This design comes from an exercise in tuning for small area, a short achievable clock period and few clock cycles per item on the open sky130 flow, not from production work.
At most, simulation tests tie the RTL to the original design; equivalence was not proved.
Power figures rest on the tool's default switching activity, not on a simulated workload.

==> 09-27: inputs <==
==> flow/design.v (excerpt) <==
module date_text_to_day_number (
    input  wire logic   i_clk,
    input  wire logic   i_rst_n,
    input  wire logic          i_char_valid,
    output logic               o_char_ready,
    input  wire logic [7:0]    i_char_code,
    input  wire logic          i_char_last,
    output logic               o_day_valid,
    input  wire logic          i_day_ready,
    output logic [21:0]        o_day_number,
    output logic               o_day_status
);
    localparam logic [3:0] S_M0 = 4'd0, S_M1 = 4'd1, S_M2 = 4'd2,
                           S_D0 = 4'd4, S_D1 = 4'd5, S_D2 = 4'd6,
                           S_Y0 = 4'd8, S_Y1 = 4'd9, S_Y2 = 4'd10, S_Y3 = 4'd11,
                           S_OK = 4'd12, S_BAD = 4'd13;
    logic       r_rdy;
    logic       e_v, e_dig, e_sl, e_last;
    logic [3:0] e_d;
    logic [3:0]  r_st;
    logic [3:0]  r_mon;
    logic        r_mbad;
    logic [6:0]  r_day;
    logic [9:0]  r_b;        
    logic [1:0]  r_r;        
    logic        r_h0;       
    logic        r_cz;       
    logic        r_gt, r_eq;  
    logic [21:0] r_acc;
    logic        r_status;
    logic        r_ov;
    logic        yd;         
    logic [1:0]  pos;        
    logic        acc_evt, consume, fin;
    logic [3:0]  n_st;
    logic [3:0]  n_mon;
    logic        n_mbad;
    logic [6:0]  n_day;
    logic [21:0] op1, sum;
    logic [11:0] op2;
  ...
make LEC_CHECK=0 ABC_CLOCK_PERIOD_IN_PS=4000 CAP_MARGIN=20 CORE_MARGIN=2 CORE_UTILIZATION=40 SETUP_SLACK_MARGIN=3.0 SLEW_MARGIN=20 finish   # period 7.5 ns
run.sh (not shown) runs the stock make flow with config.mk's settings and CLKGATE_MAP_FILE= SYNTH_SCRIPT=/design/flow/synth_recipe.tcl, a recipe that flattens the netlist after the stock synthesis.
==> 09-19 (differences from 09-27) <==
Settings changed: ABC_CLOCK_PERIOD_IN_PS 4000 to not set, SETUP_SLACK_MARGIN 3.0 to not set.
==> comparison <==
- In sequential power, 09-19 and 09-27 hardly differ.
- Between 09-19 and 09-27, the lower setup slack is in 09-19 (gap 1.6 ns).
- Of 09-27 and 09-19, 09-27 has the higher non-clock buffer count (gap 32).
- Between 09-19 and 09-27, the lower via count is in 09-19 (gap about 3%, measured against 09-27).
- In 09-19 the fmax is smaller than in 09-27, by about 25%.
- Between 09-19 and 09-27, the lower first-iteration DRC count is in 09-19 (gap about 9%, measured against 09-27).
- Of 09-27 and 09-19, 09-27 has the higher clock-buffer cell count (gap 3).
- Cell area: 09-19 is lower than 09-27 (7.4%).
==> figures <==
item                                                               09-19           09-27
Placed cells                                                        1061            1059
Worst slack at placement                                         1.10 ns         1.63 ns
Slack of the critical path                                       1.05 ns         2.67 ns
Pwr Density                                                   164 nW/um2      161 nW/um2
Net switching fraction of the power                                0.325           0.331
Final design instance area without fill                         7720 um2        8340 um2
Leakage power of the design                                   0.00314 uW      0.00335 uW
Biggest fanout along the worst timing path                            15               8
Net switching power                                               411 uW          445 uW
Portion of total power attributed to combinational logic           0.304           0.338
CP bufs+invs                                                           4               3
Setup slack of the most critical reg-to-reg path                 1.05 ns         2.67 ns
Critical Path RT                                                 7.59 ns         7.58 ns
Capturing element of the worst setup path                      r_acc[15]       r_acc[20]
Total wire length                                               18200 um        19300 um
Outcome                                                   finished clean  finished clean
Routability cong.                                                  0.948           0.893
Proportion of cell area spent on the clock network                0.0413          0.0411
No run of this note included a check of the RTL's function; only the layout flow was run.

==> fjord: inputs <==
==> flow/design.v <==
`timescale 1ns / 1ps
`default_nettype none
package dtdn_pkg;
    function automatic logic [9:0] cum_days_b(input logic [3:0] k);
        cum_days_b = ({10{k == 4'd0}} & 10'd95)
            | ({10{k == 4'd1}} & 10'd95)
            | ({10{k == 4'd2}} & 10'd126)
            | ({10{k == 4'd3}} & 10'd154)
            | ({10{k == 4'd4}} & 10'd185)
            | ({10{k == 4'd5}} & 10'd215)
            | ({10{k == 4'd6}} & 10'd246)
            | ({10{k == 4'd7}} & 10'd276)
            | ({10{k == 4'd8}} & 10'd307)
            | ({10{k == 4'd9}} & 10'd338)
            | ({10{k == 4'd10}} & 10'd368)
            | ({10{k == 4'd11}} & 10'd399)
            | ({10{k == 4'd12}} & 10'd429)
            | ({10{k == 4'd13}} & 10'd95)
            | ({10{k == 4'd14}} & 10'd95)
            | ({10{k == 4'd15}} & 10'd95);
    endfunction
    function automatic logic [21:0] tab0(input logic [9:0] k);
        tab0 = ({22{k[1]}} & 22'd365242)
            | ({22{k[2]}} & 22'd730485)
            | ({22{k[3]}} & 22'd1095727)
            | ({22{k[4]}} & 22'd1460970)
            | ({22{k[5]}} & 22'd1826212)
            | ({22{k[6]}} & 22'd2191455)
            | ({22{k[7]}} & 22'd2556697)
            | ({22{k[8]}} & 22'd2921940)
            | ({22{k[9]}} & 22'd3287182);
    endfunction
    function automatic logic [21:0] tab1(input logic [9:0] k);
        tab1 = ({22{k[1]}} & 22'd36524)
            | ({22{k[2]}} & 22'd73048)
            | ({22{k[3]}} & 22'd109572)
            | ({22{k[4]}} & 22'd146096)
            | ({22{k[5]}} & 22'd182620)
            | ({22{k[6]}} & 22'd219144)
            | ({22{k[7]}} & 22'd255668)
            | ({22{k[8]}} & 22'd292192)
            | ({22{k[9]}} & 22'd328716);
    endfunction
    function automatic logic [21:0] tab2(input logic [9:0] k);
        tab2 = ({22{k[1]}} & 22'd3652)
            | ({22{k[2]}} & 22'd7305)
            | ({22{k[3]}} & 22'd10957)
            | ({22{k[4]}} & 22'd14610)
            | ({22{k[5]}} & 22'd18262)
            | ({22{k[6]}} & 22'd21915)
            | ({22{k[7]}} & 22'd25567)
            | ({22{k[8]}} & 22'd29220)
            | ({22{k[9]}} & 22'd32872);
    endfunction
    function automatic logic [11:0] tab3(input logic [9:0] k, input logic codd, input logic z);
        tab3 = ({12{k[1] && !codd && !z}} & 12'd366)
            | ({12{k[2] && !codd && !z}} & 12'd731)
            | ({12{k[3] && !codd && !z}} & 12'd1096)
            | ({12{k[4] && !codd && !z}} & 12'd1461)
            | ({12{k[5] && !codd && !z}} & 12'd1827)
            | ({12{k[6] && !codd && !z}} & 12'd2192)
            | ({12{k[7] && !codd && !z}} & 12'd2557)
            | ({12{k[8] && !codd && !z}} & 12'd2922)
            | ({12{k[9] && !codd && !z}} & 12'd3288)
            | ({12{k[0] && !codd && z}} & 12'd1)
            | ({12{k[1] && !codd && z}} & 12'd366)
            | ({12{k[2] && !codd && z}} & 12'd731)
            | ({12{k[3] && !codd && z}} & 12'd1096)
            | ({12{k[4] && !codd && z}} & 12'd1461)
            | ({12{k[5] && !codd && z}} & 12'd1827)
            | ({12{k[6] && !codd && z}} & 12'd2192)
            | ({12{k[7] && !codd && z}} & 12'd2557)
            | ({12{k[8] && !codd && z}} & 12'd2922)
            | ({12{k[9] && !codd && z}} & 12'd3288)
            | ({12{k[0] && codd && !z}} & 12'd1)
            | ({12{k[1] && codd && !z}} & 12'd366)
            | ({12{k[2] && codd && !z}} & 12'd731)
            | ({12{k[3] && codd && !z}} & 12'd1097)
            | ({12{k[4] && codd && !z}} & 12'd1462)
            | ({12{k[5] && codd && !z}} & 12'd1827)
            | ({12{k[6] && codd && !z}} & 12'd2192)
            | ({12{k[7] && codd && !z}} & 12'd2558)
            | ({12{k[8] && codd && !z}} & 12'd2923)
            | ({12{k[9] && codd && !z}} & 12'd3288)
            | ({12{k[0] && codd && z}} & 12'd1)
            | ({12{k[1] && codd && z}} & 12'd366)
            | ({12{k[2] && codd && z}} & 12'd731)
            | ({12{k[3] && codd && z}} & 12'd1097)
            | ({12{k[4] && codd && z}} & 12'd1462)
            | ({12{k[5] && codd && z}} & 12'd1827)
            | ({12{k[6] && codd && z}} & 12'd2192)
            | ({12{k[7] && codd && z}} & 12'd2558)
            | ({12{k[8] && codd && z}} & 12'd2923)
            | ({12{k[9] && codd && z}} & 12'd3288);
    endfunction
endpackage
`default_nettype wire
`timescale 1ns / 1ps
`timescale 1ns / 1ps
`timescale 1ns / 1ps
`timescale 1ns / 1ps
`default_nettype none
module date_text_to_day_number (
    input  wire logic   i_clk,
    input  wire logic   i_rst_n,
    input  wire logic          i_char_valid,
    output logic               o_char_ready,
    input  wire logic [7:0]    i_char_code,
    input  wire logic          i_char_last,
    output logic               o_day_valid,
    input  wire logic          i_day_ready,
    output logic [21:0]        o_day_number,
    output logic               o_day_status
);
    localparam logic [3:0] S_M0 = 4'd0, S_M1 = 4'd1, S_M2 = 4'd2,
                           S_D0 = 4'd4, S_D1 = 4'd5, S_OK = 4'd6, S_BAD = 4'd7,
                           S_Y0 = 4'd8, S_Y1 = 4'd9, S_Y2 = 4'd10, S_Y3 = 4'd11,
                           S_D2 = 4'd12;
    logic       r_rdy;
    logic       e_v, e_sl, e_last;
    logic [9:0] e_oh;       
    logic       e_dig;      
    logic [3:0] e_d;
    logic [3:0]  r_st;
    logic [3:0]  r_mon;
    logic        r_mbad;
    logic        r_gt2;      
    logic [6:0]  r_day;
    logic        r_dadd;     
    logic        r_aodd;     
    logic        r_codd;     
    logic        r_z;        
    logic        r_gt, r_eq;  
    logic [21:0] r_acc;      
    logic        r_c1;       
    logic        r_c2;       
    logic        r_c3;       
    logic        r_status;
    logic        r_pend;     
    logic        r_ov;
    logic        yd;         
    logic [1:0]  pos;        
    logic        acc_evt, busy, consume, fin;
    logic [3:0]  n_st, st_next;
    logic [3:0]  n_mon;
    logic        n_mbad;
    logic [6:0]  n_day;
    logic [21:0] op1, op2, op2m;
    logic        add, zero;
    logic [3:0]  p;
    logic [9:0]  cum_b;
    logic [7:0]  s0;
    logic [7:0]  s1;
    logic [6:0]  s2;
    logic [5:0]  s3;
    logic [1:0]  c1;
    logic        leap_c;
    logic        ok;
    logic        n_gt, n_eq;
    logic [3:0]  ref_d;
    logic        ov_next, pend_next;
    logic        ev_next_v, ev_next_dig, ev_next_last;
    logic        in_dig, in_sl;
    logic [9:0]  in_oh;
    always_comb begin
        e_d[0]  = e_oh[1] | e_oh[3] | e_oh[5] | e_oh[7] | e_oh[9];
        e_d[1]  = e_oh[2] | e_oh[3] | e_oh[6] | e_oh[7];
        e_d[2]  = e_oh[4] | e_oh[5] | e_oh[6] | e_oh[7];
        e_d[3]  = e_oh[8] | e_oh[9];
        yd      = e_dig && r_st[3];
        pos     = r_st[1:0];
        acc_evt = e_last || yd;
        busy    = r_ov || r_pend;
        consume = e_v && !(acc_evt && busy);
        fin     = consume && e_last;
        n_st   = r_st;
        n_mon  = r_mon;
        n_mbad = r_mbad;
        n_day  = r_day;
        case (r_st)
            S_M0: begin
                n_mbad = 1'b0;
                if (e_dig)     begin n_st = S_M1; n_mon = e_d; end
                else if (e_sl) begin n_st = S_D0; n_mon = 4'd0; n_day = 7'd0; end
                else           n_st = S_BAD;
            end
            S_M1: begin
                if (e_dig) begin
                    n_st = S_M2;
                    if (r_mon == 4'd0)                         n_mon = e_d;
                    else if (r_mon == 4'd1 && e_d <= 4'd2)     n_mon = 4'd10 + e_d;
                    else                                       n_mbad = 1'b1;
                end
                else if (e_sl) begin n_st = S_D0; n_day = 7'd0; end
                else           n_st = S_BAD;
            end
            S_M2: begin
                if (e_dig)     begin n_st = S_D1; n_day = {3'd0, e_d}; end
                else if (e_sl) begin n_st = S_D0; n_day = 7'd0; end
                else           n_st = S_BAD;
            end
            S_D0: begin
                if (e_dig)     begin n_st = S_D1; n_day = {3'd0, e_d}; end
                else if (e_sl) n_st = S_Y0;
                else           n_st = S_BAD;
            end
            S_D1: begin
                if (e_dig)     begin n_st = S_D2; n_day = 7'({3'd0, r_day[3:0]} * 7'd10 + {3'd0, e_d}); end
                else if (e_sl) n_st = S_Y0;
                else           n_st = S_BAD;
            end
            S_D2: begin
                if (e_dig)     n_st = S_Y1;
                else if (e_sl) n_st = S_Y0;
                else           n_st = S_BAD;
            end
            S_Y0: begin
                if (e_dig)     n_st = S_Y1;
                else           n_st = S_BAD;
            end
            S_Y1: begin
                if (e_dig)     n_st = S_Y2;
                else           n_st = S_BAD;
            end
            S_Y2: begin
                if (e_dig)     n_st = S_Y3;
                else           n_st = S_BAD;
            end
            S_Y3: begin
                if (e_dig)     n_st = S_OK;
                else           n_st = S_BAD;
            end
            S_OK:    ;
            default: n_st = S_BAD;
        endcase
        case (pos)
            2'd0:    ref_d = 4'd1;
            2'd1:    ref_d = 4'd7;
            2'd2:    ref_d = 4'd5;
            default: ref_d = 4'd2;
        endcase
        n_gt = r_gt;
        n_eq = r_eq;
        if (yd) begin
            if (pos == 2'd0 || r_eq) begin
                n_gt = (e_d > ref_d);
                n_eq = (e_d == ref_d);
            end
        end
        ok = (n_st == S_OK) && (n_gt || n_eq) && !r_mbad;
        c1[1] = r_aodd ? (|e_oh[9:6]) : (|e_oh[9:8]);
        c1[0] = r_aodd ? (|e_oh[5:2]) : (|e_oh[7:4]);
        if (e_oh[0]) leap_c = r_gt2 && !r_codd && !r_z;
        else         leap_c = r_gt2 && (r_codd ? (e_oh[2] | e_oh[6]) : (e_oh[4] | e_oh[8]));
        for (int k = 0; k < 4; k++) p[k] = r_st[3] && !busy && (pos == 2'(k));
        op2 = ({22{p[0]}} & dtdn_pkg::tab0(e_oh))
            | ({22{p[1]}} & (dtdn_pkg::tab1(e_oh) | {20'd0, c1}))
            | ({22{p[2]}} & dtdn_pkg::tab2(e_oh))
            | ({22{p[3]}} & {10'd0, dtdn_pkg::tab3(e_oh, r_codd, r_z)});
        add  = consume && yd;
        zero = fin && !ok;
        cum_b = dtdn_pkg::cum_days_b(r_mon);
        op1  = p[0] ? {13'd6942, cum_b[8:0]} : r_acc;
        op2m = op2 | {15'd0, {7{r_dadd}} & r_day};
        s0 = {1'b0, op1[5:0], 1'b1}   + {1'b0, op2m[5:0], p[3] && leap_c};
        s1 = {1'b0, op1[11:6], 1'b1}  + {1'b0, op2m[11:6], r_c1};
        s2 = {1'b0, op1[16:12], 1'b1} + {1'b0, op2m[16:12], r_c2};
        s3 = {op1[21:17], 1'b1}       + {op2m[21:17], r_c3};
    end
    assign in_dig = (i_char_code[7:4] == 4'h3) && (i_char_code[3:0] <= 4'd9);
    always_comb begin
        for (int k = 0; k < 10; k++) in_oh[k] = (i_char_code == 8'(8'h30 + k));
    end
    assign in_sl  = (i_char_code == 8'h2F);
    always_comb begin
        ov_next   = (r_ov && !i_day_ready) || (r_pend && !r_c1 && !r_c2 && !r_c3 && !r_dadd);
        pend_next = fin || (r_pend && (r_c1 || r_c2 || r_c3 || r_dadd));
        if (r_rdy) begin
            ev_next_v    = i_char_valid;
            ev_next_dig  = in_dig;
            ev_next_last = i_char_last;
        end else begin
            ev_next_v    = e_v && !consume;
            ev_next_dig  = e_dig;
            ev_next_last = e_last;
        end
        st_next = !consume ? r_st : (e_last ? S_M0 : n_st);
    end
    always_ff @(posedge i_clk) begin
        if (!i_rst_n) begin
            e_v   <= 1'b0;
            r_rdy <= 1'b1;
        end else begin
            e_v   <= ev_next_v;
            r_rdy <= !((ov_next || pend_next) && ev_next_v &&
                       (ev_next_last || (ev_next_dig && st_next[3])));
        end
    end
    always_ff @(posedge i_clk) begin
        if (!e_v || consume) begin
            e_oh   <= (r_rdy && i_char_valid) ? in_oh : 10'd0;
            e_dig  <= r_rdy && i_char_valid && in_dig;
            e_sl   <= in_sl;
            e_last <= i_char_last;
        end
    end
    always_ff @(posedge i_clk) begin
        if (!i_rst_n) begin
            r_st   <= S_M0;
            r_ov   <= 1'b0;
            r_pend <= 1'b0;
            r_c1   <= 1'b0;
            r_c2   <= 1'b0;
            r_c3   <= 1'b0;
            r_dadd <= 1'b0;
        end else begin
            r_ov   <= ov_next;
            r_pend <= pend_next;
            r_c1   <= !zero && s0[7];
            r_dadd <= add && pos == 2'd3 && !zero;
            r_c2   <= !zero && s1[7];
            r_c3   <= !zero && s2[6];
            if (consume) begin
                r_st <= e_last ? S_M0 : n_st;
            end
        end
    end
    always_ff @(posedge i_clk) begin
        if (consume) begin
            r_mon  <= n_mon;
            r_mbad <= n_mbad;
            r_gt2  <= (n_mon > 4'd2);
            r_day  <= n_day;
        end
        if (consume && yd) begin
            r_gt <= n_gt;
            r_eq <= n_eq;
            case (pos)
                2'd0: r_aodd <= e_d[0];
                2'd1: r_aodd <= (2'({r_aodd, 1'b0} + e_d[1:0]) == 2'd0);
                2'd2: begin
                    r_codd <= e_d[0];
                    r_z    <= (e_d == 4'd0) && !r_aodd;
                end
                default: ;
            endcase
        end
        if (zero) begin
            r_acc <= 22'd0;
        end else begin
            r_acc <= {s3[5:1], s2[5:1], s1[6:1], s0[6:1]};
        end
        if (fin) begin
            r_status <= !ok;
        end
    end
    assign o_char_ready = r_rdy;
    assign o_day_valid  = r_ov;
    assign o_day_number = r_acc;
    assign o_day_status = r_status;
endmodule
`default_nettype wire
==> flow/run.sh <==
#!/bin/bash
# synth_recipe.tcl (not shown) runs the flow's synth.tcl, then flattens the netlist and writes it again
# the make line also repeats each setting of config.mk as NAME=value (left out here)
make -C /OpenROAD-flow-scripts/flow DESIGN_CONFIG=/design/flow/config.mk WORK_HOME=/design/flow/orfs CLKGATE_MAP_FILE= SYNTH_SCRIPT=/design/flow/synth_recipe.tcl finish
==> flow/config.mk <==
export PLATFORM = sky130hd
export DESIGN_NAME = date_text_to_day_number
export DESIGN_NICKNAME = date_text_to_day_number
export VERILOG_FILES = /design/flow/design.v
export SDC_FILE = /design/flow/constraint.sdc
export NUM_CORES = 4
export LEC_CHECK = 0
export ABC_CLOCK_PERIOD_IN_PS = 2800
export CAP_MARGIN = 20
export CORE_MARGIN = 2
export CORE_UTILIZATION = 40
export CTS_BUF_LIST = sky130_fd_sc_hd__clkbuf_4 sky130_fd_sc_hd__clkbuf_8
export SETUP_SLACK_MARGIN = 4.5
export SLEW_MARGIN = 20
==> flow/constraint.sdc <==
create_clock -name core_clock -period 7.5 [get_ports {i_clk}]
set_input_delay 1.5000 -clock core_clock [delete_from_list [all_inputs] [get_ports {i_clk}]]
set_output_delay 1.5000 -clock core_clock [all_outputs]
set_load 0.01 [all_outputs]
==> cedar (differences from fjord) <==
--- a/flow/design.v
+++ b/flow/design.v
@@ -120,3 +120,4 @@
     logic       e_v, e_sl, e_last;
-    logic [9:0] e_oh;       
+    logic [9:0] e_ohn;      
+    logic [9:0] e_oh;
     logic       e_dig;      
@@ -124,5 +125,4 @@
     logic [3:0]  r_st;
-    logic [3:0]  r_mon;
-    logic        r_mbad;
-    logic        r_gt2;      
+    logic [3:0]  r_mon;      
+    logic        gt2;        
     logic [6:0]  r_day;
@@ -145,3 +145,2 @@
     logic [3:0]  n_mon;
-    logic        n_mbad;
     logic [6:0]  n_day;
@@ -150,2 +149,5 @@
     logic [3:0]  p;
+    logic [3:0]  r_p;        
+    logic [3:0]  p_next;
+    logic        busy_next;
     logic [9:0]  cum_b;
@@ -164,2 +166,3 @@
     logic [9:0]  in_oh;
+    assign e_oh = ~e_ohn;
     always_comb begin
@@ -177,3 +180,2 @@
         n_mon  = r_mon;
-        n_mbad = r_mbad;
         n_day  = r_day;
@@ -181,3 +183,2 @@
             S_M0: begin
-                n_mbad = 1'b0;
                 if (e_dig)     begin n_st = S_M1; n_mon = e_d; end
@@ -191,3 +192,3 @@
                     else if (r_mon == 4'd1 && e_d <= 4'd2)     n_mon = 4'd10 + e_d;
-                    else                                       n_mbad = 1'b1;
+                    else                                       n_mon = 4'd15;
                 end
@@ -249,8 +250,9 @@
         end
-        ok = (n_st == S_OK) && (n_gt || n_eq) && !r_mbad;
+        ok = (n_st == S_OK) && (n_gt || n_eq) && (r_mon != 4'd15);
         c1[1] = r_aodd ? (|e_oh[9:6]) : (|e_oh[9:8]);
         c1[0] = r_aodd ? (|e_oh[5:2]) : (|e_oh[7:4]);
-        if (e_oh[0]) leap_c = r_gt2 && !r_codd && !r_z;
-        else         leap_c = r_gt2 && (r_codd ? (e_oh[2] | e_oh[6]) : (e_oh[4] | e_oh[8]));
-        for (int k = 0; k < 4; k++) p[k] = r_st[3] && !busy && (pos == 2'(k));
+        gt2 = (r_mon > 4'd2);
+        if (e_oh[0]) leap_c = gt2 && !r_codd && !r_z;
+        else         leap_c = gt2 && (r_codd ? (e_oh[2] | e_oh[6]) : (e_oh[4] | e_oh[8]));
+        p = r_p;
         op2 = ({22{p[0]}} & dtdn_pkg::tab0(e_oh))
@@ -287,2 +289,7 @@
         st_next = !consume ? r_st : (e_last ? S_M0 : n_st);
+        busy_next = ov_next || pend_next;
+        p_next[0] = st_next[3] && !st_next[1] && !st_next[0] && !busy_next;
+        p_next[1] = st_next[3] && !st_next[1] &&  st_next[0] && !busy_next;
+        p_next[2] = st_next[3] &&  st_next[1] && !st_next[0] && !busy_next;
+        p_next[3] = st_next[3] &&  st_next[1] &&  st_next[0] && !busy_next;
     end
@@ -294,3 +301,3 @@
             e_v   <= ev_next_v;
-            r_rdy <= !((ov_next || pend_next) && ev_next_v &&
+            r_rdy <= !(busy_next && ev_next_v &&
                        (ev_next_last || (ev_next_dig && st_next[3])));
@@ -300,3 +307,3 @@
         if (!e_v || consume) begin
-            e_oh   <= (r_rdy && i_char_valid) ? in_oh : 10'd0;
+            e_ohn  <= (r_rdy && i_char_valid) ? ~in_oh : 10'h3ff;
             e_dig  <= r_rdy && i_char_valid && in_dig;
@@ -309,2 +316,3 @@
             r_st   <= S_M0;
+            r_p    <= 4'd0;
             r_ov   <= 1'b0;
@@ -318,2 +326,3 @@
             r_pend <= pend_next;
+            r_p    <= p_next;
             r_c1   <= !zero && s0[7];
@@ -330,4 +339,2 @@
             r_mon  <= n_mon;
-            r_mbad <= n_mbad;
-            r_gt2  <= (n_mon > 4'd2);
             r_day  <= n_day;
==> flow/flow/run.sh (new file) <==
#!/bin/bash
# The standard layout (the standard.sh: ORFS synthesis through finish),
# with two changes:
# - the buffers that placement puts on the input and output ports are buf_2
#   cells instead of ORFS's default choice for sky130hd, a slow delay cell
#   (clkdlybuf4s50_1); every port still gets its own buffer;
# - clock tree synthesis uses clkbuf_4/clkbuf_8 and adds no dummy loads
#   (ORFS's own arguments otherwise).
# The make output goes to flow_make.log; ORFS keeps each step's log under
# orfs/logs/.
set -euo pipefail
export BUFFER_PORTS_ARGS="-buffer_cell sky130_fd_sc_hd__buf_2"
export CTS_ARGS="-sink_clustering_enable -repair_clock_nets -buf_list {sky130_fd_sc_hd__clkbuf_4 sky130_fd_sc_hd__clkbuf_8} -dont_use_dummy_load"
bash standard.sh finish > flow_make.log 2>&1
==> flow/standard.sh (new file) <==
#!/bin/bash
# synth_recipe.tcl (not shown) runs the flow's synth.tcl, then flattens the netlist and writes it again
# the make line also repeats each setting of config.mk as NAME=value (left out here)
make -C /OpenROAD-flow-scripts/flow DESIGN_CONFIG=/design/flow/config.mk WORK_HOME=/design/flow/orfs CLKGATE_MAP_FILE= SYNTH_SCRIPT=/design/flow/synth_recipe.tcl "${@:-finish}"
--- a/flow/config.mk
+++ b/flow/config.mk
@@ -12,3 +12,4 @@
 export CTS_BUF_LIST = sky130_fd_sc_hd__clkbuf_4 sky130_fd_sc_hd__clkbuf_8
-export SETUP_SLACK_MARGIN = 4.5
+export PLACE_DENSITY = 0.3
+export SETUP_SLACK_MARGIN = 4.7
 export SLEW_MARGIN = 20
removed: flow/run.sh
==> ember (differences from fjord) <==
--- a/flow/design.v
+++ b/flow/design.v
@@ -120,3 +120,4 @@
     logic       e_v, e_sl, e_last;
-    logic [9:0] e_oh;       
+    logic [9:0] e_ohn;      
+    logic [9:0] e_oh;
     logic       e_dig;      
@@ -150,2 +151,5 @@
     logic [3:0]  p;
+    logic [3:0]  r_p;        
+    logic [3:0]  p_next;
+    logic        busy_next;
     logic [9:0]  cum_b;
@@ -164,2 +168,3 @@
     logic [9:0]  in_oh;
+    assign e_oh = ~e_ohn;
     always_comb begin
@@ -254,3 +259,3 @@
         else         leap_c = r_gt2 && (r_codd ? (e_oh[2] | e_oh[6]) : (e_oh[4] | e_oh[8]));
-        for (int k = 0; k < 4; k++) p[k] = r_st[3] && !busy && (pos == 2'(k));
+        p = r_p;
         op2 = ({22{p[0]}} & dtdn_pkg::tab0(e_oh))
@@ -287,2 +292,7 @@
         st_next = !consume ? r_st : (e_last ? S_M0 : n_st);
+        busy_next = ov_next || pend_next;
+        p_next[0] = st_next[3] && !st_next[1] && !st_next[0] && !busy_next;
+        p_next[1] = st_next[3] && !st_next[1] &&  st_next[0] && !busy_next;
+        p_next[2] = st_next[3] &&  st_next[1] && !st_next[0] && !busy_next;
+        p_next[3] = st_next[3] &&  st_next[1] &&  st_next[0] && !busy_next;
     end
@@ -294,3 +304,3 @@
             e_v   <= ev_next_v;
-            r_rdy <= !((ov_next || pend_next) && ev_next_v &&
+            r_rdy <= !(busy_next && ev_next_v &&
                        (ev_next_last || (ev_next_dig && st_next[3])));
@@ -300,3 +310,3 @@
         if (!e_v || consume) begin
-            e_oh   <= (r_rdy && i_char_valid) ? in_oh : 10'd0;
+            e_ohn  <= (r_rdy && i_char_valid) ? ~in_oh : 10'h3ff;
             e_dig  <= r_rdy && i_char_valid && in_dig;
@@ -309,2 +319,3 @@
             r_st   <= S_M0;
+            r_p    <= 4'd0;
             r_ov   <= 1'b0;
@@ -318,2 +329,3 @@
             r_pend <= pend_next;
+            r_p    <= p_next;
             r_c1   <= !zero && s0[7];
==> flow/flow/run.sh (new file) <==
#!/bin/bash
# The standard layout (the standard.sh: ORFS synthesis through finish),
# with two changes:
# - the buffers that placement puts on the input and output ports are buf_2
#   cells instead of ORFS's default choice for sky130hd, a slow delay cell
#   (clkdlybuf4s50_1); every port still gets its own buffer;
# - clock tree synthesis uses clkbuf_4/clkbuf_8 and adds no dummy loads
#   (ORFS's own arguments otherwise).
# The make output goes to flow_make.log; ORFS keeps each step's log under
# orfs/logs/.
set -euo pipefail
export BUFFER_PORTS_ARGS="-buffer_cell sky130_fd_sc_hd__buf_2"
export CTS_ARGS="-sink_clustering_enable -repair_clock_nets -buf_list {sky130_fd_sc_hd__clkbuf_4 sky130_fd_sc_hd__clkbuf_8} -dont_use_dummy_load"
bash standard.sh finish > flow_make.log 2>&1
==> flow/standard.sh (new file) <==
#!/bin/bash
# synth_recipe.tcl (not shown) runs the flow's synth.tcl, then flattens the netlist and writes it again
# the make line also repeats each setting of config.mk as NAME=value (left out here)
make -C /OpenROAD-flow-scripts/flow DESIGN_CONFIG=/design/flow/config.mk WORK_HOME=/design/flow/orfs CLKGATE_MAP_FILE= SYNTH_SCRIPT=/design/flow/synth_recipe.tcl "${@:-finish}"
--- a/flow/config.mk
+++ b/flow/config.mk
@@ -12,3 +12,3 @@
 export CTS_BUF_LIST = sky130_fd_sc_hd__clkbuf_4 sky130_fd_sc_hd__clkbuf_8
-export SETUP_SLACK_MARGIN = 4.5
+export SETUP_SLACK_MARGIN = 4.6
 export SLEW_MARGIN = 20
removed: flow/run.sh
==> impl_metrics.json <==
{
  "num_rows": 42,
  "pg_clk_mw": 0.345,
  "multi_input_area_share": 0.543,
  "tightest_slew_ps": 1040,
  "seqCellArea_mm2": 0.00165,
  "cp_data_arrival_time_ps": 3340,
  "outcome": "complete, no violations",
  "num-nonclk-buffers": 90,
  "cts_setup_buffers": 27
}
Source of the figures above: fjord

==> impl_metrics.json <==
{
  "outcome": "complete, no violations",
  "pg_clk_mw": 0.238,
  "cp_data_arrival_time_ps": 2980,
  "num-nonclk-buffers": 86,
  "cts_setup_buffers": 38,
  "tightest_slew_ps": 842,
  "num_rows": 41,
  "seqCellArea_mm2": 0.00167
}
Source of the figures above: cedar

==> impl_metrics.json <==
{
  "num_rows": 42,
  "seqCellArea_mm2": 0.00172,
  "pg_clk_mw": 0.234,
  "cp_data_arrival_time_ps": 3030,
  "p_sw_frac": 0.265,
  "cts_setup_buffers": 29,
  "path_cells": "buf_4 > and3_1 > nand4_1 > o311a_1 > or3_1 > inv_1 > fa_1 > nor2b_1 > o21ai_0 > a21boi_1 > o21ai_1 > nor3b_1 > nor3_1",
  "num-nonclk-buffers": 78,
  "comb_cell_power_mw": 0.103,
  "outcome": "complete, no violations"
}
Source of the figures above: ember

Testbench counts of fjord, summed over its fixed seeds: cycles 28,567, items 3,200.
Testbench counts of cedar, summed over its fixed seeds: cycles 28,567, items 3,200.
Testbench counts of ember, summed over its fixed seeds: cycles 28,567, items 3,200.

-- re-timing with driven ports --
How much do the figures lean on ideal ports? The routed layouts below were timed once more, with nothing changed but the port constraints. Step 1, drivers: a clkbuf_16 drives i_clk and a buf_2 each remaining input, both assumed. Step 2, shift: input delay + t, output delay - t, t = (earliest + latest rising clock arrival at the registers) / 2. This alone moves slack from input paths to output paths. a / b / c = no drivers / after step 1 / after step 2; a / b = the first two.
run	t (ns)	setup slack, ns	worst setup path after step 2
09-27	0.387	2.670 / 2.670 / 2.670	register to register
09-19	0.388	1.054 / 1.054 / 1.054	register to register
fjord	0.404	4.454 / 4.454 / 4.454	register to register
cedar	0.400	4.793 / 4.793 / 4.608	input to register
ember	0.388	4.696 / 4.696 / 4.501	input to register
After both steps every run listed still meets setup and hold. The setup slack of ember, which loses most, moves by 0.000 ns with the drivers and by -0.195 ns with both steps.
